Context: an optimization exercise on an open-source flow, tuned for small area, a short achievable clock period and few clock cycles. The choices shown serve that exercise and are no tape-out recipe. RTL that was checked went through simulation tests only; none was proved equivalent to the original. The RTL of runs 1 to 3 was laid out without a check of its function. No activity file was given, so power comes from the tool's default toggle rates.

[design/flow/config.mk]
export PLATFORM = sky130hd
export DESIGN_NAME = battleship_top
export DESIGN_NICKNAME = battleship_top
export VERILOG_FILES = /design/flow/design.v
export SDC_FILE = /design/flow/constraint.sdc
export NUM_CORES = 4
export LEC_CHECK = 0
export ABC_AREA = 1
export CAP_MARGIN = 20
export CORE_MARGIN = 2
export CORE_UTILIZATION = 55
export CTS_BUF_LIST = sky130_fd_sc_hd__clkbuf_8 sky130_fd_sc_hd__clkbuf_16
export CTS_CLUSTER_DIAMETER = 80
export CTS_CLUSTER_SIZE = 24
export SLEW_MARGIN = 20
export TNS_END_PERCENT = 10
[design/flow/constraint.sdc]
create_clock -name core_clock -period 9.0 [get_ports {clk}]
set_input_delay 1.8000 -clock core_clock [delete_from_list [all_inputs] [get_ports {clk}]]
set_output_delay 1.8000 -clock core_clock [all_outputs]
set_load 0.01 [all_outputs]
[design/flow/design.v]
`default_nettype none
package battleship_pkg;
    localparam int BOARD_ROWS  = 10;
    localparam int BOARD_COLS  = 10;
    localparam int NUM_SHIPS   = 5;
    localparam int FLEET_CELLS = 17;         
    typedef logic [3:0] coord_t;             
    typedef logic [2:0] ship_len_t;          
    typedef logic [2:0] ship_idx_t;          
    typedef logic [4:0] hit_count_t;         
    localparam logic [3*NUM_SHIPS-1:0] SHIP_LENGTHS = {3'd2, 3'd3, 3'd3, 3'd4, 3'd5};
    typedef enum logic [1:0] {
        cell_empty = 2'b00,
        cell_miss  = 2'b01,
        cell_hit   = 2'b10,
        cell_ship  = 2'b11
    } cell_t;
    typedef enum logic [2:0] {
        rk_placed   = 3'd0,
        rk_rejected = 3'd1,
        rk_miss     = 3'd2,
        rk_hit      = 3'd3,
        rk_win      = 3'd4
    } report_kind_t;
    typedef struct packed {
        logic   player;
        logic   horizontal;                  
        coord_t row;
        coord_t col;
    } request_t;
    typedef struct packed {
        report_kind_t kind;
        coord_t       row;
        coord_t       col;
        logic         player;                
    } report_t;
endpackage
`default_nettype wire
`timescale 1ns/1ps
`default_nettype none
module battleship_top (
    input  logic        clk,
    input  logic        reset,
    input  logic        read,
    input  logic [9:0]  req,
    output logic [11:0] data_out,
    output logic        data_ready
);
    localparam logic [2:0] K_PLACED = 3'd0, K_REJ = 3'd1, K_MISS = 3'd2,
                           K_HIT = 3'd3, K_WIN = 3'd4;
    function automatic logic ge4(input logic [3:0] a, input logic [3:0] b);
        logic [3:0] g, p;
        g = a & ~b;
        p = a | ~b;
        ge4 = g[3]
            | (p[3] & g[2])
            | (p[3] & p[2] & g[1])
            | (p[3] & p[2] & p[1] & p[0]);
    endfunction
    function automatic logic [3:0] sub_sat(input logic [3:0] a, input int k);
        sub_sat = 4'd0;
        for (int v = 0; v < 16; v++)
            if (a == 4'(v))
                sub_sat = (v >= k) ? 4'(v - k) : 4'd0;
    endfunction
    function automatic logic [3:0] add_k(input logic [3:0] a, input int k);
        add_k = 4'd0;
        for (int v = 0; v < 16; v++)
            if (a == 4'(v))
                add_k = 4'(v + k);
    endfunction
    localparam logic [4:0] HITS_16 = 5'b10111;
    function automatic logic [4:0] lfsr_next(input logic [4:0] v);
        lfsr_next = {v[3:0], !(v[4] ^ v[2])};
    endfunction
    function automatic int lm1_of(input int k);
        case (k)
            0:       lm1_of = 4;
            1:       lm1_of = 3;
            4:       lm1_of = 1;
            default: lm1_of = 2;
        endcase
    endfunction
    logic        placing_q;          
    logic        over_q;             
    logic        turn_q;             
    logic        bsel_q;             
    logic [4:0]  sidx_q;             
    logic [4:0]  hits [2];           
    logic        f_place;            
    logic        f_shot;             
    logic        f_hit;              
    logic        f_win;              
    logic [3:0]  srow [10];          
    logic [3:0]  scol [10];
    logic        shor [10];
    logic [9:0]  fresh0 [10];        
    logic [9:0]  fresh1 [10];
    logic        placing, over, turn, bsel;
    logic [4:0]  sidx;
    logic        last_ship;          
    assign last_ship = f_place && sidx_q[4];
    assign placing = placing_q && !(last_ship && turn_q);
    assign over    = over_q || f_win;
    assign turn    = turn_q ^ (f_shot || last_ship);
    assign bsel    = bsel_q ^ (f_shot || (last_ship && !turn_q));
    assign sidx    = f_place ? {sidx_q[3:0], sidx_q[4]} : sidx_q;
    logic       p, h;
    logic [3:0] r, c;
    assign p = req[9];
    assign h = req[8];
    assign r = req[7:4];
    assign c = req[3:0];
    logic shooting;
    assign shooting = !placing && !over;
    logic [4:0] valid;
    logic [3:0] r_lo [5], r_hi [5], c_lo [5], c_hi [5];
    always_comb
    begin
        for (int i = 0; i < 5; i++)
        begin
            logic [3:0] sr, sc;
            logic       sh;
            sr = bsel ? srow[5+i] : srow[i];
            sc = bsel ? scol[5+i] : scol[i];
            sh = bsel ? shor[5+i] : shor[i];
            r_lo[i] = sr;
            c_lo[i] = sc;
            r_hi[i] = sh ? sr : add_k(sr, lm1_of(i));
            c_hi[i] = sh ? add_k(sc, lm1_of(i)) : sc;
        end
        valid[0] = !placing || !sidx[0];
        valid[1] = !placing || !(sidx[0] || sidx[1]);
        valid[2] = !placing || sidx[3] || sidx[4];
        valid[3] = !placing || sidx[4];
        valid[4] = !placing;
    end
    logic hz, vt;                    
    assign hz = placing && h;
    assign vt = placing && !h;
    logic [3:0] r_end, c_end;
    always_comb
    begin
        logic [3:0] r_k, c_k;
        if (sidx[0])
        begin
            r_k = add_k(r, 4);
            c_k = add_k(c, 4);
        end
        else if (sidx[1])
        begin
            r_k = add_k(r, 3);
            c_k = add_k(c, 3);
        end
        else if (sidx[4])
        begin
            r_k = add_k(r, 1);
            c_k = add_k(c, 1);
        end
        else
        begin
            r_k = add_k(r, 2);
            c_k = add_k(c, 2);
        end
        r_end = vt ? r_k : r;
        c_end = hz ? c_k : c;
    end
    logic overlap;
    always_comb
    begin
        overlap = 1'b0;
        for (int i = 0; i < 5; i++)
        begin
            logic ok_r, ok_c;
            ok_r = ge4(r_hi[i], r) && ge4(r_end, r_lo[i]);
            ok_c = ge4(c_hi[i], c) && ge4(c_end, c_lo[i]);
            overlap = overlap || (valid[i] && ok_r && ok_c);
        end
    end
    logic [9:0] rsel, csel;
    always_comb
    begin
        for (int i = 0; i < 10; i++)
        begin
            rsel[i] = (r == 4'(i));
            csel[i] = (c == 4'(i));
        end
    end
    logic was_shot;
    always_comb
    begin
        was_shot = 1'b0;
        for (int j = 0; j < 10; j++)
        begin
            logic colbit;
            colbit = 1'b0;
            for (int i = 0; i < 10; i++)
                colbit = colbit || (rsel[i] && turn && !fresh0[i][j])
                                || (rsel[i] && !turn && !fresh1[i][j]);
            was_shot = was_shot || (csel[j] && colbit);
        end
    end
    logic fits, turn_ok, on_board;
    logic [3:0] lim;
    always_comb
    begin
        if (sidx[0])      lim = 4'd5;        
        else if (sidx[1]) lim = 4'd6;
        else if (sidx[4]) lim = 4'd8;
        else              lim = 4'd7;
    end
    assign on_board = (r < 4'd10) && (c < 4'd10);
    assign fits     = h ? ((r < 4'd10) && ge4(lim, c)) : ((c < 4'd10) && ge4(lim, r));
    assign turn_ok  = (p == turn);
    logic place_ok, shot_ok, hit, win, last_hit;
    assign last_hit = bsel ? (hits[1] == HITS_16) : (hits[0] == HITS_16);
    assign place_ok = placing && turn_ok && fits && !overlap;
    assign shot_ok  = shooting && turn_ok && on_board && !was_shot;
    assign hit      = shot_ok && overlap;
    assign win      = hit && last_hit;
    assign data_out[11] = f_win;
    assign data_out[10] = f_shot && !f_win;
    assign data_out[9]  = (!f_place && !f_shot) || (f_hit && !f_win);
    always_ff @(posedge clk)
    begin
        data_out[8:0] <= {r, c, p};
        if (reset)
        begin
            data_ready <= 1'b0;
            placing_q  <= 1'b1;
            over_q     <= 1'b0;
            turn_q     <= 1'b0;
            bsel_q     <= 1'b0;
            sidx_q     <= 5'b00001;
            hits[0]    <= '0;
            hits[1]    <= '0;
            f_place    <= 1'b0;
            f_shot     <= 1'b0;
            f_hit      <= 1'b0;
            f_win      <= 1'b0;
        end
        else
        begin
            data_ready <= read;
            placing_q  <= placing;
            over_q     <= over;
            turn_q     <= turn;
            bsel_q     <= bsel;
            sidx_q     <= sidx;
            if (f_hit)
            begin
                if (bsel_q) hits[1] <= lfsr_next(hits[1]);
                else        hits[0] <= lfsr_next(hits[0]);
            end
            f_place    <= read && place_ok;
            f_shot     <= read && shot_ok;
            f_hit      <= read && hit;
            f_win      <= read && win;
        end
    end
    always_ff @(posedge clk)
    begin
        for (int k = 0; k < 5; k++)
        begin
            if (placing && sidx[k])
            begin
                if (turn)
                begin
                    srow[5+k] <= r;
                    scol[5+k] <= c;
                    shor[5+k] <= h;
                end
                else
                begin
                    srow[k] <= r;
                    scol[k] <= c;
                    shor[k] <= h;
                end
            end
        end
    end
    logic [9:0] mark0, mark1;
    always_comb
    begin
        for (int i = 0; i < 10; i++)
        begin
            mark0[i] = !reset && read && shooting && p && turn && rsel[i];
            mark1[i] = !reset && read && shooting && !p && !turn && rsel[i];
        end
    end
    always_ff @(posedge clk)
    begin
        for (int i = 0; i < 10; i++)
            for (int j = 0; j < 10; j++)
            begin
                fresh0[i][j] <= !((!fresh0[i][j] && !reset) || (mark0[i] && csel[j]));
                fresh1[i][j] <= !((!fresh1[i][j] && !reset) || (mark1[i] && csel[j]));
            end
    end
endmodule
`default_nettype wire
[design/flow/flow/run.sh]
#!/bin/bash
set -euo pipefail
bash standard.sh SETUP_SLACK_MARGIN=6 "BUFFER_PORTS_ARGS=-buffer_cell sky130_fd_sc_hd__buf_4" finish > flow_standard.log 2>&1
[design/flow/standard.sh]
#!/bin/bash
# synth_recipe.tcl (not shown) runs the flow's synth.tcl, then flattens the netlist and writes it again
# the make line also repeats each setting of config.mk as NAME=value (left out here)
make -C /OpenROAD-flow-scripts/flow DESIGN_CONFIG=/design/flow/config.mk WORK_HOME=/design/flow/orfs CLKGATE_MAP_FILE= SYNTH_SCRIPT=/design/flow/synth_recipe.tcl "${@:-finish}"
==> impl_metrics.xml, run 1 <==
<?xml version="1.0" encoding="UTF-8"?>
<metrics>
  <group name="status">
    <metric name="run_status" unit="">timing/DRC/antenna clean</metric>
  </group>
  <group name="setup_path">
    <metric name="critical-path-top-delay-family" unit="">buffers and inverters</metric>
    <metric name="critical_path_depth" unit="">4</metric>
    <metric name="slowest_delay" unit="ns">0.40</metric>
    <metric name="arrival" unit="ns">1.48</metric>
    <metric name="setup.worst_path.end_class" unit="">primary output</metric>
    <metric name="worstRegToRegCells" unit="">23</metric>
    <metric name="path_cells" unit="">clkinvlp_4 &gt; buf_4 &gt; nor2_1 &gt; buf_4</metric>
    <metric name="worst-path-max-fanout" unit="">5</metric>
    <metric name="cp_common_cell" unit="">sky130_fd_sc_hd__buf_4</metric>
    <metric name="worstSetupStartpointType" unit="">flip-flop</metric>
    <metric name="worst-path-buf-inv" unit="">3</metric>
    <metric name="critical-path-slowest-cell" unit="">sky130_fd_sc_hd__dfxtp_4</metric>
    <metric name="required_time_worst_endpoint" unit="ns">7.20</metric>
    <metric name="crit_type" unit="">reg2out</metric>
  </group>
  <group name="place">
    <metric name="portBuffers" unit="">25</metric>
    <metric name="hpwl" unit="um">30200</metric>
    <metric name="gp_congestion" unit="">0.928</metric>
  </group>
  <group name="route">
    <metric name="via_per_inst" unit="">6.01</metric>
    <metric name="drt_iter0_drc" unit="">1849</metric>
    <metric name="totalWireLength" unit="um">51200</metric>
    <metric name="wl_per_cell" unit="um">22.0</metric>
    <metric name="drt-pass1-iter-count" unit="">7</metric>
    <metric name="drtAntennaViolNets" unit="">0</metric>
    <metric name="routed-via-count" unit="">14000</metric>
    <metric name="detail_route.drc_violations" unit="">0</metric>
  </group>
  <group name="power">
    <metric name="p_clk_share" unit="%">33.3</metric>
    <metric name="static_leakage_power" unit="nW">7.55</metric>
    <metric name="p_seq_share" unit="%">56.1</metric>
    <metric name="vdd_drop_max" unit="uV">189</metric>
    <metric name="power.share.combinational" unit="%">10.6</metric>
    <metric name="swShare" unit="%">25.4</metric>
    <metric name="switching_power" unit="W">0.000685</metric>
    <metric name="cell_internal_power" unit="W">0.00201</metric>
    <metric name="power_density" unit="nW/um^2">152</metric>
    <metric name="power" unit="W">0.00269</metric>
  </group>
  <group name="synth">
    <metric name="yosysWarningCount" unit="">11</metric>
    <metric name="synthesis.instances" unit="">1910</metric>
    <metric name="number_of_enable_type_register_cells_in_the_synthesized_netlist" unit="">90</metric>
    <metric name="synth.cells.most_frequent" unit="">sky130_fd_sc_hd__nand2_1 (412), sky130_fd_sc_hd__nor2_1 (328), sky130_fd_sc_hd__dfxtp_1 (233)</metric>
    <metric name="synth_top_cells_by_area" unit="">sky130_fd_sc_hd__dfxtp_1 (32%), sky130_fd_sc_hd__edfxtp_1 (18%), sky130_fd_sc_hd__nand2_1 (11%), sky130_fd_sc_hd__nor2_1 (8.4%), sky130_fd_sc_hd__a21oi_1 (5.7%)</metric>
    <metric name="post-synth-top-count-cell" unit="">sky130_fd_sc_hd__nand2_1</metric>
    <metric name="sequential_share_of_the_synthesized_area" unit="%">50.3</metric>
    <metric name="most_frequently_used_flop_master_after_synthesis" unit="">sky130_fd_sc_hd__dfxtp_1</metric>
    <metric name="synth.largest_area_cell" unit="">sky130_fd_sc_hd__dfxtp_1</metric>
    <metric name="synth_async_sr_flop_share" unit="%">0</metric>
    <metric name="yosysUniqueCellTypes" unit="">39</metric>
    <metric name="synth.net_count" unit="">1931</metric>
    <metric name="yosys_register_bits" unit="">323</metric>
    <metric name="mappedNetlistArea" unit="um^2">14600</metric>
    <metric name="postSynthAreaPerCell" unit="um^2">7.67</metric>
    <metric name="synth_top_area_share" unit="%">31.9</metric>
  </group>
  <group name="timing">
    <metric name="final.setup.tns" unit="ns">0</metric>
    <metric name="timing.final.hold_violations" unit="">0</metric>
    <metric name="timing.clock.skew" unit="ns">0.0255</metric>
    <metric name="min_period_over_period" unit="%">36.4</metric>
    <metric name="finalMaxSlewViolations" unit="">0</metric>
    <metric name="setup_violations" unit="">0</metric>
    <metric name="worst_slew_pin_slew" unit="ns">0.873</metric>
    <metric name="grt_setup_unrepaired" unit="">yes</metric>
    <metric name="fmax" unit="MHz">305</metric>
    <metric name="timing.hold.ws" unit="ns">0.475</metric>
    <metric name="final.min_clock_period" unit="ns">3.28</metric>
    <metric name="max-slew-margin-rel" unit="%">41.6</metric>
  </group>
  <group name="clock_network">
    <metric name="cts-htree-levels" unit="">1</metric>
    <metric name="cts_tree" unit="">yes</metric>
    <metric name="clkSinkCount" unit="">323</metric>
    <metric name="clock_root_buffer" unit="">sky130_fd_sc_hd__clkbuf_16</metric>
    <metric name="clkLatencyLatePin" unit="ns">0.54</metric>
    <metric name="cts_buffers" unit="">18</metric>
    <metric name="path_clk_slew" unit="ns">0.10</metric>
    <metric name="clock_path_buffers" unit="">3</metric>
  </group>
  <group name="global_routing">
    <metric name="globalRoute.busiestLayer" unit="">met1</metric>
    <metric name="use_met1" unit="%">52.5</metric>
    <metric name="number_of_antenna_violations_at_the_first_check_in_global_routing" unit="">1</metric>
    <metric name="wire_length_of_the_first_global_routing_pass" unit="um">76400</metric>
    <metric name="first_global_vias" unit="">12800</metric>
    <metric name="global_route.usage.met3" unit="%">9.50</metric>
    <metric name="globalRoute.totalOverflow" unit="">0</metric>
    <metric name="globalRouteMet2Util" unit="%">51.0</metric>
    <metric name="grt_max_degree" unit="">109</metric>
    <metric name="total_track_usage" unit="%">35.6</metric>
  </group>
  <group name="worst_hold_path">
    <metric name="type_of_the_most_critical_hold_path" unit="">reg2reg</metric>
    <metric name="hold-path-cell-count" unit="">2</metric>
  </group>
  <group name="die">
    <metric name="ios" unit="">26</metric>
    <metric name="die_area" unit="um^2">27900</metric>
    <metric name="initial_utilization" unit="%">56.0</metric>
    <metric name="floorplan.core_area" unit="um^2">26100</metric>
    <metric name="rows" unit="">59</metric>
    <metric name="die-height" unit="um">167</metric>
    <metric name="die_width" unit="um">167</metric>
  </group>
  <group name="layout">
    <metric name="design.final.nets" unit="">2003</metric>
    <metric name="synthToLayoutAreaGrowth" unit="%">20.7</metric>
    <metric name="fillers" unit="">2205</metric>
    <metric name="utilization_of_the_core_after_routing" unit="%">67.6</metric>
    <metric name="final_layout_size_suffix_gt1_share" unit="%">18.4</metric>
    <metric name="number_of_antenna_diodes" unit="">0</metric>
  </group>
  <group name="flow_run">
    <metric name="cap_viol_max_count" unit="">0</metric>
  </group>
</metrics>
==> logic make-up (layout without fill, tap and decap cells) <==
logic type / Yosys count / in the layout / share of synthesized area, %
DFF: 323 / 323 / 50.3
xor gates and xnor gates: 3 / 3 / 0.359
and+or+nand+nor: 887 / 897 / 24.4
buffers and inverters: 285 / 354 / 8.28
adders and majority gates: 8 / 8 / 0.684
AOI/OAI and AO/OA: 404 / 404 / 15.9
==> metrics by stage <==
step / cells / worst slack (ns) / cell area, um^2
after floorplan: 1910 / 5.72 / 14800
after global placement: 2198 / 4.28 / 15000
after detailed placement: 2198 / 4.17 / 15000
after CTS: 2299 / 5.90 / 17300
after global routing: 2324 / 5.68 / 17700
final: 2324 / 5.72 / 17700
==> cell usage in the layout (no fill, tap or decap), drive strengths merged <==
cell type	count
xor2	3
nor3	6
inv	194
o221ai	2
nand4	10
nor2	332
clkbuf	22
or3	1
nand3	104
o22ai	91
clkinv	5
o211ai	2
o21bai	2
a21oi	167
o21a	2
clkinvlp	4
bufbuf	6
dfxtp	233
o21ai	85
or2	9
a31oi	1
buf	123
ha	8
nor4	2
a22oi	52
edfxtp	90
nand2	433
==> routing by layer <==
layer,wire (um),vias up
li1,-,6456
met1,21600,6575
met2,21000,802
met3,6660,137
met4,1870,2
met5,19,-
==> state kept, by name, indices dropped and copies added, names as in the netlist, 5 cells and up <==
signal    count
data_out      9
fresh0      100
scol         40
sidx_q        5
srow         40
shor         10
fresh1      100
hits         10
==> repair_timing <==
item | 4_1_cts | 5_1_grt
hold buffers | 0 | 0
setup endpoints to repair | 206 | 172
gates cloned | 15 | 2
pin swaps | 48 | 31
resized for setup | 221 | 38
buffers inserted | 59 | 22
==> area by class of cell <==
cell class / count / area (um^2) / area share [%]
clock inverters: 7 / 52.6 / 0.297
well taps: 335 / 419 / 2.37
flip-flops and latches: 323 / 7380 / 41.8
repair buffers: 131 / 1540 / 8.69
clock buffers: 20 / 500 / 2.83
inverters: 196 / 826 / 4.67
multi-input cells: 1312 / 6960 / 39.4
==> power by group through the flow <==
stage / Sequential, W / Clock, W / Combinational [W]
final: 0.00151 / 0.000898 / 0.000285
after global routing: 0.00151 / 0.000958 / 0.000304
after CTS: 0.00151 / 0.000907 / 0.000264
after detailed placement: 0.00154 / 0 / 0.000211
after global placement: 0.00154 / 0 / 0.000211
after floorplan: 0.00154 / 0 / 0.000141
==> tightest hold or removal path, cell delays in order, from the launching register on <==
cell and delay, ns:
sky130_fd_sc_hd__dfxtp_1 0.32, sky130_fd_sc_hd__inv_1 0.05, sky130_fd_sc_hd__a22oi_1 0.06
==> path summary, 6_finish.rpt <==
check          startpoint      endpoint  slack [ns]
max                f_shot  data_out[10]        5.72
min          fresh1[4][2]  fresh1[4][2]        0.47
max reg2reg        f_shot         f_win        5.89
min reg2reg  fresh1[4][2]  fresh1[4][2]        0.47
==> run 2, diff against run 1 <==
--- a/design/flow/config.mk
+++ b/design/flow/config.mk
@@ -6,5 +6,5 @@
 export NUM_CORES = 4
 export LEC_CHECK = 0
-export ABC_AREA = 1
+export ABC_AREA = 0
 export CAP_MARGIN = 20
 export CORE_MARGIN = 2
@@ -14,3 +14,2 @@
 export CTS_CLUSTER_SIZE = 24
 export SLEW_MARGIN = 20
-export TNS_END_PERCENT = 10
==> impl_metrics.xml, run 2 <==
<?xml version="1.0" encoding="UTF-8"?>
<metrics>
  <group name="layout">
    <metric name="final_layout_size_suffix_gt1_share" unit="%">19.5</metric>
    <metric name="reg_top3" unit="">fresh0 (100), fresh1 (100)</metric>
    <metric name="number_of_antenna_diodes" unit="">0</metric>
    <metric name="synthToLayoutAreaGrowth" unit="%">19.6</metric>
    <metric name="layout_common_cells" unit="">sky130_fd_sc_hd__dfxtp_1 (228), sky130_fd_sc_hd__nor2_1 (203), sky130_fd_sc_hd__a21oi_1 (154)</metric>
    <metric name="layout_commonest_cell" unit="">sky130_fd_sc_hd__dfxtp_1</metric>
    <metric name="layout.cells.non_filler" unit="">2178</metric>
    <metric name="design.final.nets" unit="">1807</metric>
  </group>
  <group name="timing">
    <metric name="timing.clock.skew" unit="ns">0.0204</metric>
    <metric name="min_period_over_period" unit="%">40.8</metric>
    <metric name="finalMaxSlewViolations" unit="">0</metric>
    <metric name="final.setup.tns" unit="ns">0</metric>
    <metric name="fmax" unit="MHz">272</metric>
    <metric name="grt_setup_unrepaired" unit="">yes</metric>
    <metric name="final.min_clock_period" unit="ns">3.67</metric>
    <metric name="setup_violations" unit="">0</metric>
    <metric name="max-slew-margin-rel" unit="%">28.8</metric>
    <metric name="timing.final.hold_violations" unit="">0</metric>
    <metric name="worst_slew_pin_slew" unit="ns">1.07</metric>
  </group>
  <group name="clock_network">
    <metric name="cts_tree" unit="">yes</metric>
    <metric name="clkLatencyLatePin" unit="ns">0.53</metric>
    <metric name="clock_root_buffer" unit="">sky130_fd_sc_hd__clkbuf_16</metric>
    <metric name="post_cts_hold_buffer_count" unit="">0</metric>
    <metric name="cts-htree-levels" unit="">1</metric>
    <metric name="path_clk_slew" unit="ns">0.08</metric>
    <metric name="clkSinkCount" unit="">323</metric>
    <metric name="clock_path_buffers" unit="">3</metric>
    <metric name="cts_buffers" unit="">19</metric>
  </group>
  <group name="synth">
    <metric name="yosys_register_bits" unit="">323</metric>
    <metric name="synth.largest_area_cell" unit="">sky130_fd_sc_hd__dfxtp_1</metric>
    <metric name="yosysUniqueCellTypes" unit="">92</metric>
    <metric name="synth_top_area_share" unit="%">28.9</metric>
    <metric name="most_frequently_used_flop_master_after_synthesis" unit="">sky130_fd_sc_hd__dfxtp_1</metric>
    <metric name="synth.cells.most_frequent" unit="">sky130_fd_sc_hd__dfxtp_1 (233), sky130_fd_sc_hd__nor2_1 (222), sky130_fd_sc_hd__a21oi_1 (158)</metric>
    <metric name="sequential_share_of_the_synthesized_area" unit="%">45.6</metric>
    <metric name="synth.net_count" unit="">1767</metric>
    <metric name="postSynthAreaPerCell" unit="um^2">9.25</metric>
    <metric name="synth_async_sr_flop_share" unit="%">0</metric>
    <metric name="synth_top_cells_by_area" unit="">sky130_fd_sc_hd__dfxtp_1 (29%), sky130_fd_sc_hd__edfxtp_1 (17%), sky130_fd_sc_hd__o22a_1 (5.2%), sky130_fd_sc_hd__nor2_1 (5.2%), sky130_fd_sc_hd__a21oi_1 (4.9%)</metric>
    <metric name="yosysWarningCount" unit="">11</metric>
    <metric name="mappedNetlistArea" unit="um^2">16200</metric>
    <metric name="post-synth-top-count-cell" unit="">sky130_fd_sc_hd__dfxtp_1</metric>
    <metric name="number_of_enable_type_register_cells_in_the_synthesized_netlist" unit="">90</metric>
    <metric name="synthesis.instances" unit="">1746</metric>
  </group>
  <group name="power">
    <metric name="power_density" unit="nW/um^2">142</metric>
    <metric name="power" unit="W">0.00274</metric>
    <metric name="vdd_drop_max" unit="uV">131</metric>
    <metric name="static_leakage_power" unit="nW">6.92</metric>
  </group>
  <group name="place">
    <metric name="gp_congestion" unit="">0.984</metric>
    <metric name="hpwl" unit="um">35000</metric>
    <metric name="placedCellCount" unit="">2045</metric>
    <metric name="portBuffers" unit="">25</metric>
  </group>
  <group name="global_routing">
    <metric name="first_global_vias" unit="">13900</metric>
    <metric name="globalRoute.totalOverflow" unit="">0</metric>
    <metric name="total_track_usage" unit="%">37.4</metric>
    <metric name="grt_max_degree" unit="">104</metric>
    <metric name="number_of_antenna_violations_at_the_first_check_in_global_routing" unit="">1</metric>
    <metric name="wire_length_of_the_first_global_routing_pass" unit="um">87400</metric>
  </group>
  <group name="flow_run">
    <metric name="cap_viol_max_count" unit="">0</metric>
  </group>
  <group name="route">
    <metric name="routed-via-count" unit="">15000</metric>
    <metric name="totalWireLength" unit="um">59300</metric>
    <metric name="drtAntennaViolNets" unit="">0</metric>
    <metric name="drt_iter0_drc" unit="">2041</metric>
    <metric name="detail_route.drc_violations" unit="">0</metric>
    <metric name="wl_per_cell" unit="um">27.2</metric>
    <metric name="via_per_inst" unit="">6.89</metric>
    <metric name="drt-pass1-iter-count" unit="">6</metric>
  </group>
  <group name="die">
    <metric name="rows" unit="">62</metric>
    <metric name="die-height" unit="um">175</metric>
    <metric name="floorplan.core_area" unit="um^2">28800</metric>
    <metric name="die_width" unit="um">175</metric>
    <metric name="ios" unit="">26</metric>
    <metric name="die_area" unit="um^2">30800</metric>
    <metric name="initial_utilization" unit="%">56.1</metric>
  </group>
  <group name="setup_path">
    <metric name="arrival" unit="ns">4.11</metric>
    <metric name="worstSetupStartpointType" unit="">input pin</metric>
    <metric name="setup.worst_path.end_class" unit="">flip-flop</metric>
    <metric name="required_time_worst_endpoint" unit="ns">9.44</metric>
    <metric name="crit_type" unit="">in2reg</metric>
    <metric name="worst-path-max-fanout" unit="">8</metric>
  </group>
  <group name="status">
    <metric name="run_status" unit="">timing/DRC/antenna clean</metric>
  </group>
  <group name="worst_hold_path">
    <metric name="type_of_the_most_critical_hold_path" unit="">reg2reg</metric>
  </group>
</metrics>
-- run 2: metal layers --
layer / vias to the layer above / GRT usage [%] / part of all wire [%]
li1: 6567 / - / -
met1: 7310 / 54.7 / 42
met2: 981 / 53.6 / 42
met3: 148 / 10.8 / 13
met4: 2 / 10.7 / 3.0
met5: - / 0 / 0.022
-- run 2: area by class of cell --
| type | instances | area, um^2 |
|---|---|---|
| clock buffer | 20 | 500 |
| clock inverter | 9 | 85.1 |
| fill | 2260 | 9460 |
| inverter | 22 | 108 |
| multi-input combinational | 1273 | 8890 |
| sequential | 323 | 7380 |
| tap | 384 | 480 |
| timing repair buffer | 147 | 1880 |
-- run 2: worst paths after layout --
| check | startpoint | end | slack (ns) | cells past startpoint |
|---|---|---|---|---|
| setup reg to reg | f_place | f_place | 5.52 | 16 |
| hold reg to reg | hits[1][1] | hits[1][1] | 0.48 | 2 |
| setup / recovery | req[5] | f_win | 5.33 | 13 |
| hold / removal | hits[1][1] | hits[1][1] | 0.48 | 2 |
-- run 2: timing repair --
item,CTS,global route
pin swaps,43,28
endpoints found under the setup margin,252,189
setup buffers,63,25
endpoints found under the hold margin,0,0
cloned,13,3
resized for setup,171,64
-- run 2: worst max-delay path: stages --
cell and delay, ns:
sky130_fd_sc_hd__buf_16 0.11, sky130_fd_sc_hd__buf_16 0.15, sky130_fd_sc_hd__buf_4 0.15, sky130_fd_sc_hd__buf_4 0.15, sky130_fd_sc_hd__nor2_1 0.06, sky130_fd_sc_hd__a2bb2oi_1 0.16, sky130_fd_sc_hd__nor4_1 0.07, sky130_fd_sc_hd__a41oi_2 0.27
sky130_fd_sc_hd__o2111ai_2 0.22, sky130_fd_sc_hd__o31ai_2 0.25, sky130_fd_sc_hd__o2111a_2 0.29, sky130_fd_sc_hd__nand4b_1 0.21, sky130_fd_sc_hd__a31oi_1 0.22
-- run 2: cells by family after synthesis --
| logic type | after synthesis | share of synthesized area, % |
|---|---|---|
| xor+xnor | 41 | 2.22 |
| mux | 96 | 6.40 |
| buf+inv | 151 | 4.22 |
| simple gates | 598 | 17.6 |
| flops | 323 | 45.6 |
| compound gates | 513 | 22.3 |
| fa+ha+maj | 24 | 1.67 |
-- run 2: report_power, final --
part | internal (W) | switching, W
Combinational | 0.000113 | 0.000180
Clock | 0.000419 | 0.000521
Sequential | 0.00150 | 0.00000474
Total | 0.00203 | 0.000706
-- run 2: through the flow --
| stage | util, % | setup slack (ns) | hold slack [ns] | instance area (um^2) |
|---|---|---|---|---|
| final | 67.1 | 5.33 | 0.478 | 19300 |
| after global routing | 67.1 | 5.32 | 0.506 | 19300 |
| after CTS | 65.3 | 5.45 | 0.477 | 18800 |
| after detailed placement | 57.5 | 3.67 | 0.464 | 16500 |
| after global placement | 57.5 | 3.74 | 0.456 | 16500 |
| after floorplan | - | 5.14 | 0.438 | 16400 |
==> run 3, diff against run 2 <==
==> design/flow/flow/run.sh (replaced) <==
#!/bin/bash
set -euo pipefail
bash standard.sh SETUP_SLACK_MARGIN=6.3 "BUFFER_PORTS_ARGS=-buffer_cell sky130_fd_sc_hd__buf_4" finish > flow_standard.log 2>&1
--- a/design/flow/config.mk
+++ b/design/flow/config.mk
@@ -6,5 +6,5 @@
 export NUM_CORES = 4
 export LEC_CHECK = 0
-export ABC_AREA = 0
+export ABC_AREA = 1
 export CAP_MARGIN = 20
 export CORE_MARGIN = 2
==> impl_metrics.xml, run 3 <==
<?xml version="1.0" encoding="UTF-8"?>
<metrics>
  <group name="global_routing">
    <metric name="globalRoute.totalOverflow" unit="">0</metric>
    <metric name="first_global_vias" unit="">12900</metric>
    <metric name="grt_max_degree" unit="">102</metric>
    <metric name="wire_length_of_the_first_global_routing_pass" unit="um">76800</metric>
    <metric name="number_of_antenna_violations_at_the_first_check_in_global_routing" unit="">0</metric>
    <metric name="total_track_usage" unit="%">35.7</metric>
  </group>
  <group name="setup_path">
    <metric name="crit_type" unit="">in2reg</metric>
    <metric name="worstSetupStartpointType" unit="">input pin</metric>
    <metric name="critical-path-slowest-cell" unit="">sky130_fd_sc_hd__nor2_4</metric>
    <metric name="worst-path-buf-inv" unit="">5</metric>
    <metric name="reg2reg_to" unit="">f_win</metric>
    <metric name="path_cells" unit="">buf_16 &gt; nand2_4 &gt; inv_4 &gt; nand2_2 &gt; inv_4 &gt; nand2_8 &gt; buf_6 &gt; buf_4 &gt; o22ai_1 &gt; nor2_1 &gt; nand4_1 &gt; o21ai_1 &gt; nand4_1 &gt; nor2_4 &gt; nand2_2 &gt; nor2_2</metric>
    <metric name="setup.worst_path.end_class" unit="">flip-flop</metric>
    <metric name="required_time_worst_endpoint" unit="ns">9.49</metric>
    <metric name="worstRegToRegCells" unit="">23</metric>
    <metric name="reg2reg_slack" unit="ns">6.02</metric>
    <metric name="crit-reg2reg-launch" unit="">turn_q</metric>
    <metric name="arrival" unit="ns">3.71</metric>
    <metric name="slowest_delay" unit="ns">0.19</metric>
    <metric name="critical-path-top-delay-family" unit="">simple AND/OR/NAND/NOR gates</metric>
    <metric name="worst-path-max-fanout" unit="">6</metric>
  </group>
  <group name="synth">
    <metric name="synth_top_cells_by_area" unit="">sky130_fd_sc_hd__dfxtp_1 (32%), sky130_fd_sc_hd__edfxtp_1 (18%), sky130_fd_sc_hd__nand2_1 (11%), sky130_fd_sc_hd__nor2_1 (8.4%), sky130_fd_sc_hd__a21oi_1 (5.7%)</metric>
    <metric name="postSynthAreaPerCell" unit="um^2">7.67</metric>
    <metric name="synthesis.instances" unit="">1910</metric>
    <metric name="synth.net_count" unit="">1931</metric>
    <metric name="synth.cells.most_frequent" unit="">sky130_fd_sc_hd__nand2_1 (412), sky130_fd_sc_hd__nor2_1 (328), sky130_fd_sc_hd__dfxtp_1 (233)</metric>
    <metric name="mappedNetlistArea" unit="um^2">14600</metric>
    <metric name="synth_async_sr_flop_share" unit="%">0</metric>
    <metric name="post-synth-top-count-cell" unit="">sky130_fd_sc_hd__nand2_1</metric>
    <metric name="yosys_register_bits" unit="">323</metric>
    <metric name="yosysWarningCount" unit="">11</metric>
    <metric name="number_of_enable_type_register_cells_in_the_synthesized_netlist" unit="">90</metric>
    <metric name="synth.largest_area_cell" unit="">sky130_fd_sc_hd__dfxtp_1</metric>
    <metric name="most_frequently_used_flop_master_after_synthesis" unit="">sky130_fd_sc_hd__dfxtp_1</metric>
    <metric name="synth_top_area_share" unit="%">31.9</metric>
    <metric name="yosysUniqueCellTypes" unit="">39</metric>
    <metric name="sequential_share_of_the_synthesized_area" unit="%">50.3</metric>
  </group>
  <group name="die">
    <metric name="ios" unit="">26</metric>
    <metric name="floorplan.core_area" unit="um^2">26100</metric>
    <metric name="die-height" unit="um">167</metric>
    <metric name="rows" unit="">59</metric>
    <metric name="initial_utilization" unit="%">56.0</metric>
    <metric name="die_width" unit="um">167</metric>
    <metric name="die_area" unit="um^2">27900</metric>
  </group>
  <group name="timing">
    <metric name="grt_setup_unrepaired" unit="">yes</metric>
    <metric name="worst_slew_pin_slew" unit="ns">0.862</metric>
    <metric name="timing.final.hold_violations" unit="">0</metric>
    <metric name="final.setup.tns" unit="ns">0</metric>
    <metric name="max-slew-margin-rel" unit="%">42.5</metric>
    <metric name="setup_violations" unit="">0</metric>
    <metric name="final.min_clock_period" unit="ns">3.23</metric>
    <metric name="min_period_over_period" unit="%">35.8</metric>
    <metric name="finalMaxSlewViolations" unit="">0</metric>
    <metric name="timing.hold.ws" unit="ns">0.475</metric>
    <metric name="timing.clock.skew" unit="ns">0.0232</metric>
    <metric name="fmax" unit="MHz">310</metric>
  </group>
  <group name="clock_network">
    <metric name="path_clk_slew" unit="ns">0.10</metric>
    <metric name="post_cts_hold_buffer_count" unit="">0</metric>
    <metric name="clkSinkCount" unit="">323</metric>
    <metric name="cts_buffers" unit="">18</metric>
    <metric name="clkLatencyLatePin" unit="ns">0.54</metric>
    <metric name="cts_tree" unit="">yes</metric>
    <metric name="cts-htree-levels" unit="">1</metric>
    <metric name="clock_root_buffer" unit="">sky130_fd_sc_hd__clkbuf_16</metric>
    <metric name="clock_path_buffers" unit="">3</metric>
  </group>
  <group name="flow_run">
    <metric name="cap_viol_max_count" unit="">0</metric>
  </group>
  <group name="place">
    <metric name="gp_congestion" unit="">0.948</metric>
    <metric name="portBuffers" unit="">25</metric>
    <metric name="hpwl" unit="um">29800</metric>
  </group>
  <group name="power">
    <metric name="static_leakage_power" unit="nW">7.89</metric>
    <metric name="vdd_drop_max" unit="uV">190</metric>
    <metric name="power_density" unit="nW/um^2">150</metric>
  </group>
  <group name="layout">
    <metric name="synthToLayoutAreaGrowth" unit="%">26.4</metric>
    <metric name="layout_common_cells" unit="">sky130_fd_sc_hd__nand2_1 (364), sky130_fd_sc_hd__nor2_1 (276), sky130_fd_sc_hd__dfxtp_1 (219)</metric>
    <metric name="design.final.nets" unit="">2044</metric>
    <metric name="reg_top3" unit="">fresh0 (100), fresh1 (100)</metric>
    <metric name="final_layout_size_suffix_gt1_share" unit="%">21.8</metric>
    <metric name="fillers" unit="">2078</metric>
    <metric name="number_of_antenna_diodes" unit="">0</metric>
    <metric name="layout_commonest_cell" unit="">sky130_fd_sc_hd__nand2_1</metric>
  </group>
  <group name="route">
    <metric name="drt-pass1-iter-count" unit="">17</metric>
    <metric name="drt_iter0_drc" unit="">2048</metric>
    <metric name="detail_route.drc_violations" unit="">0</metric>
    <metric name="wl_per_cell" unit="um">21.9</metric>
    <metric name="totalWireLength" unit="um">51800</metric>
    <metric name="drtAntennaViolNets" unit="">0</metric>
    <metric name="via_per_inst" unit="">6.07</metric>
    <metric name="routed-via-count" unit="">14400</metric>
  </group>
  <group name="worst_hold_path">
    <metric name="type_of_the_most_critical_hold_path" unit="">reg2reg</metric>
    <metric name="hold-path-cell-count" unit="">2</metric>
    <metric name="worstHoldEndpoint" unit="">fresh0[7][7]</metric>
    <metric name="hold_wc_startpoint" unit="">fresh0[7][7]</metric>
  </group>
  <group name="status">
    <metric name="run_status" unit="">timing/DRC/antenna clean</metric>
  </group>
</metrics>
-- run 3: area by class of cell --
type / count / area, um^2 / area share (%)
well taps: 335 / 419 / 2.26
multi-input cells: 1312 / 7120 / 38.5
inverters: 196 / 858 / 4.64
repair inverters: 2 / 17.5 / 0.0947
clock inverters: 6 / 103 / 0.554
clock buffers: 20 / 500 / 2.70
flip-flops and latches: 323 / 7390 / 39.9
repair buffers: 170 / 2100 / 11.4
-- run 3: worst min-delay path, delay by kind of cell, from the launching register on --
kind            cells  cell delay (ns)
compound gates      1             0.07
buf+inv             1             0.04
flops               1             0.32
-- run 3: where the power goes --
group          internal [W]  switching [W]  total, W
Combinational      0.000109       0.000197  0.000306
Clock              0.000465       0.000500  0.000965
Sequential          0.00151     0.00000517   0.00151
-- run 3: per-stage QoR --
stage	area (um^2)	power (W)	std cells	worst slack (ns)	utilization (%)
global route	18500	0.00286	2364	5.73	70.8
CTS	17900	0.00276	2338	5.93	68.7
global placement	15200	0.00175	2198	4.44	58.0
detailed placement	15200	0.00176	2198	4.37	58.0
finish	18500	0.00278	2364	5.77	70.8
floorplan	15000	0.00169	1910	5.72	-
-- run 3: repair_timing --
item	in CTS	in global routing
resized for setup	217	69
setup endpoints to repair	224	216
pin swaps	63	50
setup buffers	95	22
cloned	19	3
-- run 3: routing by layer --
layer | up-vias | GRT usage [%] | routed length, um
met4 | 0 | 10.6 | 1840
li1 | 6544 | - | -
met3 | 168 | 5.72 | 6100
met1 | 6770 | 53.6 | 21900
met2 | 868 | 53.3 | 22000
met5 | - | 0 | 0
-- run 3: how the worst max path moves through the flow --
stage | start | end | slack [ns] | cells past startpoint
floorplan | req[4] | f_hit | 5.72 | 19
global placement | req[3] | f_win | 4.44 | 22
detailed placement | req[3] | f_win | 4.37 | 22
CTS | req[4] | f_win | 5.93 | 16
global route | req[6] | f_hit | 5.73 | 18
finish | req[4] | f_win | 5.77 | 16
-- run 3: cells by family (layout without fill, tap and decap cells) --
| family | after synthesis | count (layout) | synth area share (%) |
|---|---|---|---|
| fa+ha+maj | 8 | 8 | 0.684 |
| xor+xnor | 3 | 3 | 0.359 |
| flops | 323 | 323 | 50.3 |
| simple gates | 887 | 897 | 24.4 |
| buf+inv | 285 | 394 | 8.28 |
| compound gates | 404 | 404 | 15.9 |
==> run 4, diff against run 3 <==
--- a/design/flow/design.v
+++ b/design/flow/design.v
@@ -88,8 +88,12 @@
     logic [4:0]  sidx_q;             
     logic [4:0]  hits [2];           
-    logic        f_place;            
+    logic        f_pchk;             
     logic        f_shot;             
-    logic        f_hit;              
-    logic        f_win;              
+    logic        f_ovl;              
+    logic        f_last;             
+    logic        f_place, f_hit, f_win;
+    assign f_place = f_pchk && !f_ovl;   
+    assign f_hit   = f_shot && f_ovl;    
+    assign f_win   = f_hit && f_last;    
     logic [3:0]  srow [10];          
     logic [3:0]  scol [10];
@@ -213,10 +217,7 @@
     assign fits     = h ? ((r < 4'd10) && ge4(lim, c)) : ((c < 4'd10) && ge4(lim, r));
     assign turn_ok  = (p == turn);
-    logic place_ok, shot_ok, hit, win, last_hit;
+    logic shot_ok, last_hit;
     assign last_hit = bsel ? (hits[1] == HITS_16) : (hits[0] == HITS_16);
-    assign place_ok = placing && turn_ok && fits && !overlap;
     assign shot_ok  = shooting && turn_ok && on_board && !was_shot;
-    assign hit      = shot_ok && overlap;
-    assign win      = hit && last_hit;
     assign data_out[11] = f_win;
     assign data_out[10] = f_shot && !f_win;
@@ -225,4 +226,6 @@
     begin
         data_out[8:0] <= {r, c, p};
+        f_ovl         <= overlap;
+        f_last        <= last_hit;
         if (reset)
         begin
@@ -235,8 +238,6 @@
             hits[0]    <= '0;
             hits[1]    <= '0;
-            f_place    <= 1'b0;
+            f_pchk     <= 1'b0;
             f_shot     <= 1'b0;
-            f_hit      <= 1'b0;
-            f_win      <= 1'b0;
         end
         else
@@ -253,8 +254,6 @@
                 else        hits[0] <= lfsr_next(hits[0]);
             end
-            f_place    <= read && place_ok;
+            f_pchk     <= read && placing && turn_ok && fits;
             f_shot     <= read && shot_ok;
-            f_hit      <= read && hit;
-            f_win      <= read && win;
         end
     end
==> design/flow/flow/run.sh (replaced) <==
#!/bin/bash
set -euo pipefail
bash standard.sh SETUP_SLACK_MARGIN=5.8 "BUFFER_PORTS_ARGS=-buffer_cell sky130_fd_sc_hd__buf_4" finish > flow_standard.log 2>&1
==> impl_metrics.xml, run 4 <==
<?xml version="1.0" encoding="UTF-8"?>
<metrics>
  <group name="status">
    <metric name="run_status" unit="">timing/DRC/antenna clean</metric>
  </group>
  <group name="clock_network">
    <metric name="cts-htree-levels" unit="">1</metric>
    <metric name="path_clk_slew" unit="ns">0.10</metric>
    <metric name="cts_buffers" unit="">18</metric>
    <metric name="cts_tree" unit="">yes</metric>
    <metric name="clkLatencyLatePin" unit="ns">0.53</metric>
    <metric name="clock_path_buffers" unit="">3</metric>
    <metric name="clkSinkCount" unit="">323</metric>
    <metric name="clock_root_buffer" unit="">sky130_fd_sc_hd__clkbuf_16</metric>
  </group>
  <group name="global_routing">
    <metric name="total_track_usage" unit="%">32.2</metric>
    <metric name="wire_length_of_the_first_global_routing_pass" unit="um">69600</metric>
    <metric name="first_global_vias" unit="">11700</metric>
    <metric name="globalRoute.totalOverflow" unit="">0</metric>
    <metric name="globalRouteMet2Util" unit="%">46.0</metric>
    <metric name="global_route.usage.met3" unit="%">6.01</metric>
    <metric name="use_met1" unit="%">50.2</metric>
    <metric name="globalRoute.busiestLayer" unit="">met1</metric>
    <metric name="number_of_antenna_violations_at_the_first_check_in_global_routing" unit="">0</metric>
    <metric name="grt_max_degree" unit="">109</metric>
  </group>
  <group name="setup_path">
    <metric name="worstSetupStartpointType" unit="">input pin</metric>
    <metric name="worst-path-max-fanout" unit="">22</metric>
    <metric name="arrival" unit="ns">3.71</metric>
    <metric name="worst-path-buf-inv" unit="">2</metric>
    <metric name="path_cells" unit="">buf_12 &gt; clkinv_4 &gt; nand2_1 &gt; nor2_1 &gt; nand2_2 &gt; o22ai_1 &gt; nor2_1 &gt; nand2_1 &gt; o21ai_0 &gt; nand3_1 &gt; nor3_1</metric>
    <metric name="required_time_worst_endpoint" unit="ns">9.44</metric>
    <metric name="slowest_delay" unit="ns">0.34</metric>
    <metric name="critical-path-top-delay-family" unit="">simple AND/OR/NAND/NOR gates</metric>
    <metric name="critical-path-slowest-cell" unit="">sky130_fd_sc_hd__nand2_2</metric>
    <metric name="crit_type" unit="">in2reg</metric>
    <metric name="setup.worst_path.end_class" unit="">flip-flop</metric>
  </group>
  <group name="die">
    <metric name="initial_utilization" unit="%">55.8</metric>
    <metric name="ios" unit="">26</metric>
    <metric name="die-height" unit="um">166</metric>
    <metric name="floorplan.core_area" unit="um^2">26000</metric>
    <metric name="rows" unit="">59</metric>
    <metric name="die_width" unit="um">166</metric>
    <metric name="die_area" unit="um^2">27700</metric>
  </group>
  <group name="route">
    <metric name="via_per_inst" unit="">5.98</metric>
    <metric name="drtAntennaViolNets" unit="">0</metric>
    <metric name="wl_per_cell" unit="um">21.1</metric>
    <metric name="drt-pass1-iter-count" unit="">6</metric>
    <metric name="detail_route.drc_violations" unit="">0</metric>
    <metric name="totalWireLength" unit="um">46700</metric>
    <metric name="routed-via-count" unit="">13200</metric>
    <metric name="drt_iter0_drc" unit="">1687</metric>
  </group>
  <group name="timing">
    <metric name="final.setup.tns" unit="ns">0</metric>
    <metric name="setup_violations" unit="">0</metric>
    <metric name="final.min_clock_period" unit="ns">3.27</metric>
    <metric name="max-slew-margin-rel" unit="%">30.2</metric>
    <metric name="worst_slew_pin_slew" unit="ns">1.04</metric>
    <metric name="timing.clock.skew" unit="ns">0.0225</metric>
    <metric name="timing.hold.ws" unit="ns">0.473</metric>
    <metric name="fmax" unit="MHz">306</metric>
    <metric name="grt_setup_unrepaired" unit="">yes</metric>
    <metric name="min_period_over_period" unit="%">36.3</metric>
    <metric name="timing.final.hold_violations" unit="">0</metric>
    <metric name="finalMaxSlewViolations" unit="">0</metric>
  </group>
  <group name="layout">
    <metric name="synthToLayoutAreaGrowth" unit="%">11.0</metric>
    <metric name="layout_common_cells" unit="">sky130_fd_sc_hd__nand2_1 (357), sky130_fd_sc_hd__nor2_1 (316), sky130_fd_sc_hd__dfxtp_1 (230)</metric>
    <metric name="number_of_antenna_diodes" unit="">0</metric>
    <metric name="utilization_of_the_core_after_routing" unit="%">61.9</metric>
    <metric name="layout_commonest_cell" unit="">sky130_fd_sc_hd__nand2_1</metric>
    <metric name="reg_top3" unit="">fresh0 (100), fresh1 (100)</metric>
    <metric name="final_layout_size_suffix_gt1_share" unit="%">11.6</metric>
    <metric name="design.final.nets" unit="">1892</metric>
  </group>
  <group name="place">
    <metric name="portBuffers" unit="">25</metric>
    <metric name="gp_congestion" unit="">0.934</metric>
    <metric name="hpwl" unit="um">29900</metric>
  </group>
  <group name="synth">
    <metric name="mappedNetlistArea" unit="um^2">14500</metric>
    <metric name="yosysWarningCount" unit="">11</metric>
    <metric name="synth_top_cells_by_area" unit="">sky130_fd_sc_hd__dfxtp_1 (32%), sky130_fd_sc_hd__edfxtp_1 (19%), sky130_fd_sc_hd__nand2_1 (10%), sky130_fd_sc_hd__nor2_1 (9.1%), sky130_fd_sc_hd__a21oi_1 (7.1%)</metric>
    <metric name="post-synth-top-count-cell" unit="">sky130_fd_sc_hd__nand2_1</metric>
    <metric name="yosys_register_bits" unit="">323</metric>
    <metric name="most_frequently_used_flop_master_after_synthesis" unit="">sky130_fd_sc_hd__dfxtp_1</metric>
    <metric name="synth.cells.most_frequent" unit="">sky130_fd_sc_hd__nand2_1 (385), sky130_fd_sc_hd__nor2_1 (350), sky130_fd_sc_hd__dfxtp_1 (233)</metric>
    <metric name="synthesis.instances" unit="">1881</metric>
    <metric name="synth_top_area_share" unit="%">32.2</metric>
    <metric name="yosysUniqueCellTypes" unit="">43</metric>
    <metric name="postSynthAreaPerCell" unit="um^2">7.71</metric>
    <metric name="synth.net_count" unit="">1902</metric>
    <metric name="number_of_enable_type_register_cells_in_the_synthesized_netlist" unit="">90</metric>
    <metric name="synth_async_sr_flop_share" unit="%">0</metric>
    <metric name="sequential_share_of_the_synthesized_area" unit="%">50.8</metric>
    <metric name="synth.largest_area_cell" unit="">sky130_fd_sc_hd__dfxtp_1</metric>
  </group>
  <group name="power">
    <metric name="power_density" unit="nW/um^2">162</metric>
    <metric name="static_leakage_power" unit="nW">6.41</metric>
    <metric name="vdd_drop_max" unit="uV">192</metric>
  </group>
  <group name="flow_run">
    <metric name="cap_viol_max_count" unit="">0</metric>
  </group>
  <group name="worst_hold_path">
    <metric name="type_of_the_most_critical_hold_path" unit="">reg2reg</metric>
  </group>
</metrics>
==> run 4: cell type report <==
cell class                      instances  area, um^2
Clock buffer                           20         500
Clock inverter                          6        78.8
Fill cell                            2437        9890
Inverter                              143         588
Multi-Input combinational cell       1333        6670
Sequential cell                       323        7380
Tap cell                              335         419
Timing Repair Buffer                   49         447
Timing Repair inverter                  3        15.0
==> run 4: worst register-to-register path, stage by stage (launching register included) <==
cell                      delay [ns]
sky130_fd_sc_hd__dfxtp_4        0.38
sky130_fd_sc_hd__inv_1          0.17
sky130_fd_sc_hd__nand3_2        0.35
sky130_fd_sc_hd__nand2_8        0.28
sky130_fd_sc_hd__nand2_1        0.09
sky130_fd_sc_hd__nand2_1        0.16
sky130_fd_sc_hd__inv_1          0.11
sky130_fd_sc_hd__ha_1           0.20
sky130_fd_sc_hd__nor3_1         0.25
sky130_fd_sc_hd__o21ai_0        0.15
sky130_fd_sc_hd__o21ai_1        0.19
sky130_fd_sc_hd__or2_0          0.14
sky130_fd_sc_hd__nand3_1        0.08
sky130_fd_sc_hd__nand2_1        0.08
sky130_fd_sc_hd__nor2_2         0.05
sky130_fd_sc_hd__nor2_1         0.11
sky130_fd_sc_hd__nand3_1        0.09
==> run 4: power breakdown <==
group,total (W),switching (W),internal [W]
Combinational,0.000179,0.000130,0.0000489
Sequential,0.00150,0.00000306,0.00150
Clock,0.000931,0.000494,0.000437
Total,0.00261,0.000627,0.00198
==> run 4: cell families (layout without fill, tap and decap cells) <==
| kind of cell | Yosys count | in the layout | share of synthesized area [%] |
|---|---|---|---|
| and+or+nand+nor | 894 | 898 | 25.3 |
| DFF | 323 | 323 | 50.8 |
| AOI/OAI and AO/OA | 421 | 421 | 16.1 |
| adders and majority gates | 8 | 8 | 0.691 |
| xor gates and xnor gates | 5 | 5 | 0.302 |
| muxes | 1 | 1 | 0.0691 |
| buffers and inverters | 229 | 221 | 6.69 |
==> run 4: layer usage <==
metal | vias to the layer above | part of all wire (%)
met5 | - | 0
met4 | 0 | 2.4
met3 | 78 | 11
met2 | 652 | 41
met1 | 6233 | 45
li1 | 6257 | -
==> run 4: stage by stage <==
step / instances / power (W) / setup WS, ns / area, um^2
3_5_place_dp: 2168 / 0.00170 / 4.31 / 14800
3_3_place_gp: 2168 / 0.00169 / 4.36 / 14800
6_report: 2212 / 0.00261 / 5.73 / 16100
2_1_floorplan: 1881 / 0.00164 / 5.75 / 14500
5_1_grt: 2212 / 0.00268 / 5.67 / 16100
4_1_cts: 2201 / 0.00260 / 5.65 / 15700
==> run 4: worst paths after layout <==
| kind | start | cells after the start | slack [ns] | end |
|---|---|---|---|---|
| worst max-delay path | req[5] | 11 | 5.73 | f_shot |
| worst min-delay path | hits[1][0] | 2 | 0.47 | hits[1][0] |
| worst max register to register | f_shot | 16 | 5.99 | f_ovl |
| worst min register to register | hits[1][0] | 2 | 0.47 | hits[1][0] |
==> run 4: repair_timing <==
action | CTS | global route
resized for setup | 82 | 70
gates cloned | 2 | 5
hold buffers | 0 | 0
buffers inserted | 5 | 6
endpoints found under the setup margin | 205 | 147
pin swaps | 0 | 5
Testbench counts of run 4, summed over its fixed seeds: cycles 2,888.
==> run 5, diff against run 4 <==
==> design/flow/flow/run.sh (replaced) <==
#!/bin/bash
set -euo pipefail
bash standard.sh SETUP_SLACK_MARGIN=6 "BUFFER_PORTS_ARGS=-buffer_cell sky130_fd_sc_hd__buf_4" finish > flow_standard.log 2>&1
--- a/design/flow/config.mk
+++ b/design/flow/config.mk
@@ -9,5 +9,5 @@
 export CAP_MARGIN = 20
 export CORE_MARGIN = 2
-export CORE_UTILIZATION = 55
+export CORE_UTILIZATION = 50
 export CTS_BUF_LIST = sky130_fd_sc_hd__clkbuf_8 sky130_fd_sc_hd__clkbuf_16
 export CTS_CLUSTER_DIAMETER = 80
==> impl_metrics.xml, run 5 <==
<?xml version="1.0" encoding="UTF-8"?>
<metrics>
  <group name="setup_path">
    <metric name="reg2reg_slack" unit="ns">6.08</metric>
    <metric name="setup.worst_path.end_class" unit="">primary output</metric>
    <metric name="worstRegToRegCells" unit="">18</metric>
    <metric name="crit-reg2reg-launch" unit="">f_pchk</metric>
    <metric name="worstSetupStartpointType" unit="">flip-flop</metric>
    <metric name="crit_type" unit="">reg2out</metric>
    <metric name="arrival" unit="ns">1.36</metric>
    <metric name="crit_path_start" unit="">f_shot</metric>
    <metric name="worst-path-max-fanout" unit="">5</metric>
    <metric name="setup_crit_end" unit="">data_out[10]</metric>
    <metric name="required_time_worst_endpoint" unit="ns">7.20</metric>
    <metric name="reg2reg_to" unit="">f_ovl</metric>
  </group>
  <group name="synth">
    <metric name="synthesis.instances" unit="">1881</metric>
    <metric name="synth.largest_area_cell" unit="">sky130_fd_sc_hd__dfxtp_1</metric>
    <metric name="post-synth-top-count-cell" unit="">sky130_fd_sc_hd__nand2_1</metric>
    <metric name="synth_async_sr_flop_share" unit="%">0</metric>
    <metric name="yosys_register_bits" unit="">323</metric>
    <metric name="synth_top_area_share" unit="%">32.2</metric>
    <metric name="sequential_share_of_the_synthesized_area" unit="%">50.8</metric>
    <metric name="most_frequently_used_flop_master_after_synthesis" unit="">sky130_fd_sc_hd__dfxtp_1</metric>
    <metric name="mappedNetlistArea" unit="um^2">14500</metric>
    <metric name="synth.cells.most_frequent" unit="">sky130_fd_sc_hd__nand2_1 (385), sky130_fd_sc_hd__nor2_1 (350), sky130_fd_sc_hd__dfxtp_1 (233)</metric>
    <metric name="synth_top_cells_by_area" unit="">sky130_fd_sc_hd__dfxtp_1 (32%), sky130_fd_sc_hd__edfxtp_1 (19%), sky130_fd_sc_hd__nand2_1 (10%), sky130_fd_sc_hd__nor2_1 (9.1%), sky130_fd_sc_hd__a21oi_1 (7.1%)</metric>
    <metric name="yosysWarningCount" unit="">11</metric>
    <metric name="number_of_enable_type_register_cells_in_the_synthesized_netlist" unit="">90</metric>
    <metric name="postSynthAreaPerCell" unit="um^2">7.71</metric>
    <metric name="synth.net_count" unit="">1902</metric>
    <metric name="yosysUniqueCellTypes" unit="">43</metric>
  </group>
  <group name="timing">
    <metric name="timing.final.hold_violations" unit="">0</metric>
    <metric name="finalMaxSlewViolations" unit="">0</metric>
    <metric name="timing.clock.skew" unit="ns">0.0207</metric>
    <metric name="worst_slew_pin_slew" unit="ns">0.914</metric>
    <metric name="grt_setup_unrepaired" unit="">yes</metric>
    <metric name="min_period_over_period" unit="%">35.1</metric>
    <metric name="max-slew-margin-rel" unit="%">39.0</metric>
    <metric name="final.setup.tns" unit="ns">0</metric>
    <metric name="final.min_clock_period" unit="ns">3.16</metric>
    <metric name="setup_violations" unit="">0</metric>
    <metric name="fmax" unit="MHz">317</metric>
  </group>
  <group name="power">
    <metric name="vdd_drop_max" unit="uV">136</metric>
    <metric name="power_density" unit="nW/um^2">151</metric>
    <metric name="p_seq_share" unit="%">57.9</metric>
    <metric name="switching_power" unit="W">0.000633</metric>
    <metric name="p_clk_share" unit="%">34.0</metric>
    <metric name="swShare" unit="%">24.4</metric>
    <metric name="cell_internal_power" unit="W">0.00196</metric>
    <metric name="power.share.combinational" unit="%">8.1</metric>
    <metric name="static_leakage_power" unit="nW">6.90</metric>
  </group>
  <group name="global_routing">
    <metric name="grt_max_degree" unit="">114</metric>
    <metric name="first_global_vias" unit="">12500</metric>
    <metric name="number_of_antenna_violations_at_the_first_check_in_global_routing" unit="">0</metric>
    <metric name="globalRoute.totalOverflow" unit="">0</metric>
    <metric name="total_track_usage" unit="%">31.4</metric>
    <metric name="wire_length_of_the_first_global_routing_pass" unit="um">73600</metric>
  </group>
  <group name="route">
    <metric name="drt_iter0_drc" unit="">1285</metric>
    <metric name="totalWireLength" unit="um">49000</metric>
    <metric name="drt-pass1-iter-count" unit="">6</metric>
    <metric name="drtAntennaViolNets" unit="">0</metric>
    <metric name="detail_route.drc_violations" unit="">0</metric>
    <metric name="wl_per_cell" unit="um">21.1</metric>
    <metric name="routed-via-count" unit="">13400</metric>
    <metric name="via_per_inst" unit="">5.78</metric>
  </group>
  <group name="layout">
    <metric name="reg_top3" unit="">fresh0 (100), fresh1 (100)</metric>
    <metric name="fillers" unit="">2581</metric>
    <metric name="final_layout_size_suffix_gt1_share" unit="%">16.2</metric>
    <metric name="finish.instance_area" unit="um^2">17200</metric>
    <metric name="multi_input_area" unit="um^2">7040</metric>
    <metric name="utilization_of_the_core_after_routing" unit="%">60.0</metric>
    <metric name="layout_commonest_cell" unit="">sky130_fd_sc_hd__nand2_1</metric>
    <metric name="number_of_antenna_diodes" unit="">0</metric>
    <metric name="design.final.nets" unit="">1949</metric>
    <metric name="synthToLayoutAreaGrowth" unit="%">18.5</metric>
    <metric name="seqCellArea" unit="um^2">7380</metric>
    <metric name="layout_common_cells" unit="">sky130_fd_sc_hd__nand2_1 (342), sky130_fd_sc_hd__nor2_1 (306), sky130_fd_sc_hd__dfxtp_1 (230)</metric>
  </group>
  <group name="place">
    <metric name="gp_congestion" unit="">0.885</metric>
    <metric name="hpwl" unit="um">29800</metric>
    <metric name="postPlaceCellArea" unit="um^2">15000</metric>
    <metric name="portBuffers" unit="">25</metric>
  </group>
  <group name="clock_network">
    <metric name="clock_path_buffers" unit="">3</metric>
    <metric name="path_clk_slew" unit="ns">0.10</metric>
    <metric name="post_cts_hold_buffer_count" unit="">0</metric>
    <metric name="cts_tree" unit="">yes</metric>
    <metric name="cts-htree-levels" unit="">1</metric>
    <metric name="clock_root_buffer" unit="">sky130_fd_sc_hd__clkbuf_16</metric>
    <metric name="clkSinkCount" unit="">323</metric>
    <metric name="cts_buffers" unit="">18</metric>
    <metric name="clkLatencyLatePin" unit="ns">0.52</metric>
  </group>
  <group name="worst_hold_path">
    <metric name="type_of_the_most_critical_hold_path" unit="">reg2reg</metric>
  </group>
  <group name="die">
    <metric name="die_width" unit="um">174</metric>
    <metric name="initial_utilization" unit="%">50.6</metric>
    <metric name="floorplan.core_area" unit="um^2">28600</metric>
    <metric name="die-height" unit="um">174</metric>
    <metric name="ios" unit="">26</metric>
    <metric name="rows" unit="">62</metric>
    <metric name="die_area" unit="um^2">30400</metric>
  </group>
  <group name="flow_run">
    <metric name="cap_viol_max_count" unit="">0</metric>
  </group>
  <group name="status">
    <metric name="run_status" unit="">timing/DRC/antenna clean</metric>
  </group>
</metrics>
run 5: cell count changes in the layout (fill, tap and decap cells not counted), sizes merged:
cell,previous run,this run
nor2,352,355
inv,139,144
clkinv,5,4
bufinv,2,0
bufbuf,0,3
buf,49,100
run 5: repair_timing:
item | in CTS | in global routing
gates resized for setup | 150 | 53
buffers inserted | 32 | 31
setup endpoints to repair | 210 | 123
hold endpoints to repair | 0 | 0
cloned | 10 | 3
pin swaps | 20 | 21
run 5: final cells by class:
class	count	area share, %
timing repair inverter	2	0.0728
multi-input combinational	1336	41.0
inverter	143	3.59
clock inverter	9	0.364
clock buffer	19	2.77
timing repair buffer	104	6.51
sequential	323	42.9
tap	384	2.80
run 5: power groups by stage:
stage / logic, W / registers [W] / clock network, W
2_1_floorplan: 0.000108 / 0.00154 / 0
3_3_place_gp: 0.000162 / 0.00154 / 0
3_5_place_dp: 0.000163 / 0.00154 / 0
4_1_cts: 0.000197 / 0.00150 / 0.000897
5_1_grt: 0.000225 / 0.00150 / 0.000947
6_report: 0.000210 / 0.00150 / 0.000882
run 5: how the worst min path moves through the flow:
stage,slack [ns],depth (start not counted),endpoint,start
after detailed placement,0.45,1,f_last,hits[0][3]
after global placement,0.45,2,hits[1][3],hits[1][3]
after CTS,0.48,2,fresh0[3][5],fresh0[3][5]
after floorplan,0.43,1,f_last,hits[0][3]
final,0.47,2,fresh0[3][5],fresh0[3][5]
after global routing,0.50,2,fresh0[4][5],fresh0[4][5]
run 5: stage by stage:
stage	std cells	total power, W	hold WS (ns)	worst slack (ns)
5_1_grt	2320	0.00268	0.505	5.76
3_5_place_dp	2216	0.00170	0.455	4.20
6_report	2320	0.00259	0.474	5.84
4_1_cts	2286	0.00260	0.477	5.89
3_3_place_gp	2216	0.00170	0.455	4.21
2_1_floorplan	1881	0.00165	0.431	5.85
run 5: cells by family after synthesis:
family	Yosys count	share of synthesized area (%)
buf+inv	229	6.69
xor+xnor	5	0.302
compound gates	421	16.1
mux	1	0.0691
flops	323	50.8
fa+ha+maj	8	0.691
simple gates	894	25.3
run 5: routing by layer:
metal | wire length [um] | track usage [%] | share of wire [%] | vias up
met1 | 18700 | 39.0 | 38 | 6304
met4 | 2620 | 15.9 | 5.3 | 0
met2 | 24200 | 54.3 | 49 | 570
li1 | - | - | - | 6386
met5 | 0 | 0 | 0 | -
met3 | 3450 | 3.26 | 7.0 | 145
run 5: worst max-delay path, cell delays in order (launching register included):
cell and delay, ns:
sky130_fd_sc_hd__dfxtp_4 0.41, sky130_fd_sc_hd__clkinvlp_4 0.17, sky130_fd_sc_hd__nor2_1 0.12, sky130_fd_sc_hd__buf_4 0.12

[what the ideal ports hide]
How much do the figures lean on ideal ports? The routed layouts below were timed once more, with nothing changed but the port constraints. Step 1, drivers: a clkbuf_16 drives clk and a buf_2 each remaining input, both assumed. Step 2 adds t to the input delays and takes it off the output delays; t is the mean of the earliest and latest rising clock arrival at the registers after step 1. Input paths then give back, and output paths get back, about the clock's delay inside the block. a / b / c = no drivers / after step 1 / after step 2; a / b = the first two.
| run | t, ns | setup WS [ns] | cell pins on the clock port's net |
|---|---|---|---|
| run 1 | 0.574 | 5.725 / 5.592 / 5.019 | 1 |
| run 2 | 0.576 | 5.330 / 5.178 / 4.602 | 1 |
| run 3 | 0.581 | 5.775 / 5.737 / 5.157 | 1 |
| run 4 | 0.569 | 5.730 / 5.720 / 5.152 | 1 |
| run 5 | 0.567 | 5.844 / 5.792 / 5.287 | 1 |
After both steps setup and hold are still met in every run listed. The setup slack of run 2, which loses most, moves by -0.152 ns with the drivers and by -0.728 ns with both steps.
